This design comes from an exercise in tuning for small area, a short achievable clock period and few clock cycles on the open sky130 flow, not from production work.
Function was checked by simulation only, so behaviour that the tests miss may differ from the original.
No activity file was given, so power comes from the tool's default toggle rates.

MS:
Design conv1d_pool_layer, start of the top module:
module conv1d_pool_layer
#(
  parameter int DW     = 32,
  parameter int FRAC   = 0,
  parameter int IN_CH  = 1,
  parameter int OUT_CH = 2,
  parameter int SIZE_K = 3,
  parameter int POOL   = 2,
  parameter int LEN    = 8
) (
  input  logic                 clk,
  input  logic                 RSTn,
  input  logic                 i_EN_w,
  input  logic                 i_EN_c,
  output logic                 o_busy,
  input  logic [DW*IN_CH-1:0]  i_data,
  input  logic                 i_stb_in,
  output logic                 o_ack_in,
  output logic [DW*OUT_CH-1:0] o_data,
  output logic                 o_stb_out,
  input  logic                 i_ack_out
);
For scale: about 11000 cells after synthesis, roughly 110 I/O pins, roughly 99000 um^2 of cells after synthesis.
==> flow/config.mk <==
export PLATFORM = sky130hd
export DESIGN_NAME = conv1d_pool_layer
export DESIGN_NICKNAME = conv1d_pool_layer
export VERILOG_FILES = /design/flow/design.v
export SDC_FILE = /design/flow/constraint.sdc
export NUM_CORES = 4
export LEC_CHECK = 0
export ABC_AREA = 1
export CAP_MARGIN = 20
export CORE_MARGIN = 2
export CORE_UTILIZATION = 55
export SLEW_MARGIN = 20
==> flow/constraint.sdc <==
create_clock -name core_clock -period 17.0 [get_ports {clk}]
set_input_delay 3.4000 -clock core_clock [delete_from_list [all_inputs] [get_ports {clk}]]
set_output_delay 3.4000 -clock core_clock [all_outputs]
set_load 0.01 [all_outputs]
standard.sh (not shown) runs the stock make flow with config.mk's settings and CLKGATE_MAP_FILE= SYNTH_SCRIPT=/design/flow/synth_recipe.tcl, a recipe that flattens the netlist after the stock synthesis.
==> flow/flow/run.sh <==
#!/bin/bash
# Standard synthesis, then the standard layout with repair_timing aiming at a
# setup slack margin and buf_4 cells as the port buffers (the SDC, clock period
# and all other settings unchanged).
set -euo pipefail
bash standard.sh synth > synth.log 2>&1
bash standard.sh SETUP_SLACK_MARGIN=12.25 "BUFFER_PORTS_ARGS=-buffer_cell sky130_fd_sc_hd__buf_4" finish > layout.log 2>&1
MS: full flow OK, the timing, design-rule and antenna checks passed
Testbench counts of MS, summed over its fixed seeds: cycles 3,368.
The following lists how JK was set up differently from MS:
--- a/flow/design.v
+++ b/flow/design.v
@@ -2027,53 +2027,54 @@
 module conv1d_pe (
   input  logic        clk,
   input  logic [31:0] x,                
   input  logic [31:0] xn,               
   input  logic [31:0] wd0, wd1, wd2,    
   input  logic [31:0] bias,
   input  logic        en,               
   input  logic        pool_we,          
   output logic [31:0] res_o             
 );
   logic [31:0] u0s_d, u0c_d, u1s_d, u1c_d, uys_d, uyc_d;
-  logic [31:0] u0s_q, u0c_q, u1s_q, u1c_q;
-  logic [31:0] uysn_q, uycn_q;          
+  logic [31:0] u0s_q, u0c_q, u1s_q, u1c_q, uys_q, uyc_q;
   logic [3:0]  u0e_d, u1e_d, uye_d, u0e_q, u1e_q, uye_q;   
+  logic [31:0] us;                      
   logic [31:0] yb, pb_q;
   logic        sa_q;                    
   logic        gt;
   conv1d_tap0 u_t0 (.x(x), .xn(xn), .wd(wd0), .s_o(u0s_d), .c_o(u0c_d), .e_o(u0e_d));
   conv1d_tap1 u_t1 (.x(x), .xn(xn), .wd(wd1), .acc_s(u0s_q), .acc_c(u0c_q), .acc_e(u0e_q),
                     .s_o(u1s_d), .c_o(u1c_d), .e_o(u1e_d));
   conv1d_tap1 u_t2 (.x(x), .xn(xn), .wd(wd2), .acc_s(u1s_q), .acc_c(u1c_q), .acc_e(u1e_q),
                     .s_o(uys_d), .c_o(uyc_d), .e_o(uye_d));
   always_ff @(posedge clk) begin
     if (en) begin
       u0s_q <= u0s_d;
       u0c_q <= u0c_d;
       u1s_q <= u1s_d;
       u1c_q <= u1c_d;
-      uysn_q <= ~uys_d;
-      uycn_q <= ~uyc_d;
+      uys_q <= uys_d;
+      uyc_q <= uyc_d;
       u0e_q <= u0e_d;
       u1e_q <= u1e_d;
       uye_q <= uye_d;
     end
     if (pool_we) begin
       pb_q <= yb;
       sa_q <= ys[31];
     end
   end
   logic [31:0] a, b, bs, bc, ys, d;
-  assign a  = {uysn_q[31] ^ (^uye_q), uysn_q[30:0]};    
-  assign b  = uycn_q;
+  assign us = {uys_q[31] ^ (^uye_q), uys_q[30:0]};
+  assign a  = ~us;
+  assign b  = ~uyc_q;
   assign bs = a ^ b ^ bias;
   assign bc = (a & b) | (bias & (a ^ b));
   add32 u_y (.a(a),  .b(b),                 .cin(1'b0), .s(ys));    
   add32 u_b (.a(bs), .b({bc[30:0], 1'b0}), .cin(1'b0), .s(yb));
   add32 u_d (.a(yb), .b(~pb_q),            .cin(1'b0), .s(d));     
   assign gt    = (ys[31] ^ sa_q) ? sa_q : ~d[31];
   assign res_o = gt ? yb : pb_q;
 endmodule
 module conv1d_pool_layer
 #(
   parameter int DW     = 32,
@@ -2106,22 +2107,23 @@
   logic [2:0] wn_q, wn_d;            
   logic       csv_q, csv_d;          
   logic       cso_q, cso_d;          
   logic [1:0] g_q, g_d;              
   logic       wl_q, wl_d;            
   logic       tx, blocked, cs_en, res_we;
   logic [31:0] b_q [2];              
   logic [31:0] wd_q [6];             
   logic [31:0] wd_in;                
   logic [3:0]  ln_q, ln_d;           
   logic [31:0] x_q;                  
+  logic [31:0] xn_q;                 
   logic [63:0] out_q;
   logic [31:0] res0, res1;
   assign tx      = i_stb_in && ack_q;
   assign blocked = csv_q && cso_q && stb_q;
   assign cs_en   = !blocked;         
   assign res_we  = csv_q && cso_q && !blocked;
   always_comb begin
     busy_d  = busy_q;
     frame_d = frame_q;
     cnt_d   = cnt_q;
     stb_d   = stb_q && !i_ack_out;
@@ -2202,27 +2204,28 @@
       b_q[0] <= b_q[1];
       b_q[1] <= x_q;
     end
     if (wl_q && ln_q >= 4'd2) begin
       for (int k = 0; k < 5; k++) wd_q[k] <= wd_q[k+1];
       wd_q[5] <= wd_in;
     end
   end
   always_ff @(posedge clk) begin
     if (ack_q) begin
       x_q  <= i_data;
+      xn_q <= ~i_data;
     end
   end
   conv1d_pe u_pe0 (
     .clk(clk), .x(x_q), .xn(~x_q), .wd0(wd_q[0]), .wd1(wd_q[1]), .wd2(wd_q[2]), .bias(b_q[0]),
     .en(wv_q && cs_en), .pool_we(csv_q && !cso_q), .res_o(res0));
   conv1d_pe u_pe1 (
-    .clk(clk), .x(x_q), .xn(~x_q), .wd0(wd_q[3]), .wd1(wd_q[4]), .wd2(wd_q[5]), .bias(b_q[1]),
+    .clk(clk), .x(~xn_q), .xn(xn_q), .wd0(wd_q[3]), .wd1(wd_q[4]), .wd2(wd_q[5]), .bias(b_q[1]),
     .en(wv_q && cs_en), .pool_we(csv_q && !cso_q), .res_o(res1));
   always_ff @(posedge clk) begin
     if (res_we) out_q <= {res1, res0};
   end
   assign o_busy    = busy_q;
   assign o_ack_in  = ack_q;
   assign o_stb_out = stb_q;
   assign o_data    = out_q;
 endmodule
Notes after the runs:
- Diff MS -> JK | worst setup slack before clock tree synthesis | increase of 0.31 ns
- Taking MS as the reference, in JK fraction of area in multi-input gates went down by 0.66 points, worst hold slack across all endpoints went up by 0.0076 ns, post-route total power went down by 20%, count of nets after finishing went up by 335.
- Register share of the cell area: JK > MS
- Between MS and JK, the difference in via count is negligible.
- Against MS, JK reports a final cell area excluding filler cells that is higher.
- In JK, the iteration count of the initial detailed-routing pass came out 3 below the value in MS.
- Cell with the biggest individual delay on the critical path: sky130_fd_sc_hd__edfxtp_1 -> JK, sky130_fd_sc_hd__fa_1 -> MS
Testbench counts of JK, summed over its fixed seeds: cycles 3,368.

## afterwards: timing with drivers on the ports
The flow's constraints put no driver on any port. The routed layouts listed below were extracted and timed again, unchanged, in two steps. Step 1 sets driving cells, clkbuf_16 on the clock port and buf_2 on the other inputs (assumed; they add their load-dependent delay and slew). Step 2 also shifts input and output timing later by t, the mid clock arrival at the registers, as if the neighbouring blocks saw the same clock. Slacks: ideal / step 1 / step 2; pairs: ideal / step 1.
run | shift t [ns] | setup slack, ns | hold WS [ns] | worst slew at a driven data input, ns | cell pins on the clock port's net
MS | 0.888 | 12.211 / 12.143 / 12.211 | 0.392 / 0.392 / 0.392 | 0.17 | 1
JK | 0.889 | 12.189 / 12.097 / 12.214 | 0.400 / 0.400 / 0.400 | 0.30 | 1
After both steps every run listed still meets setup and hold.
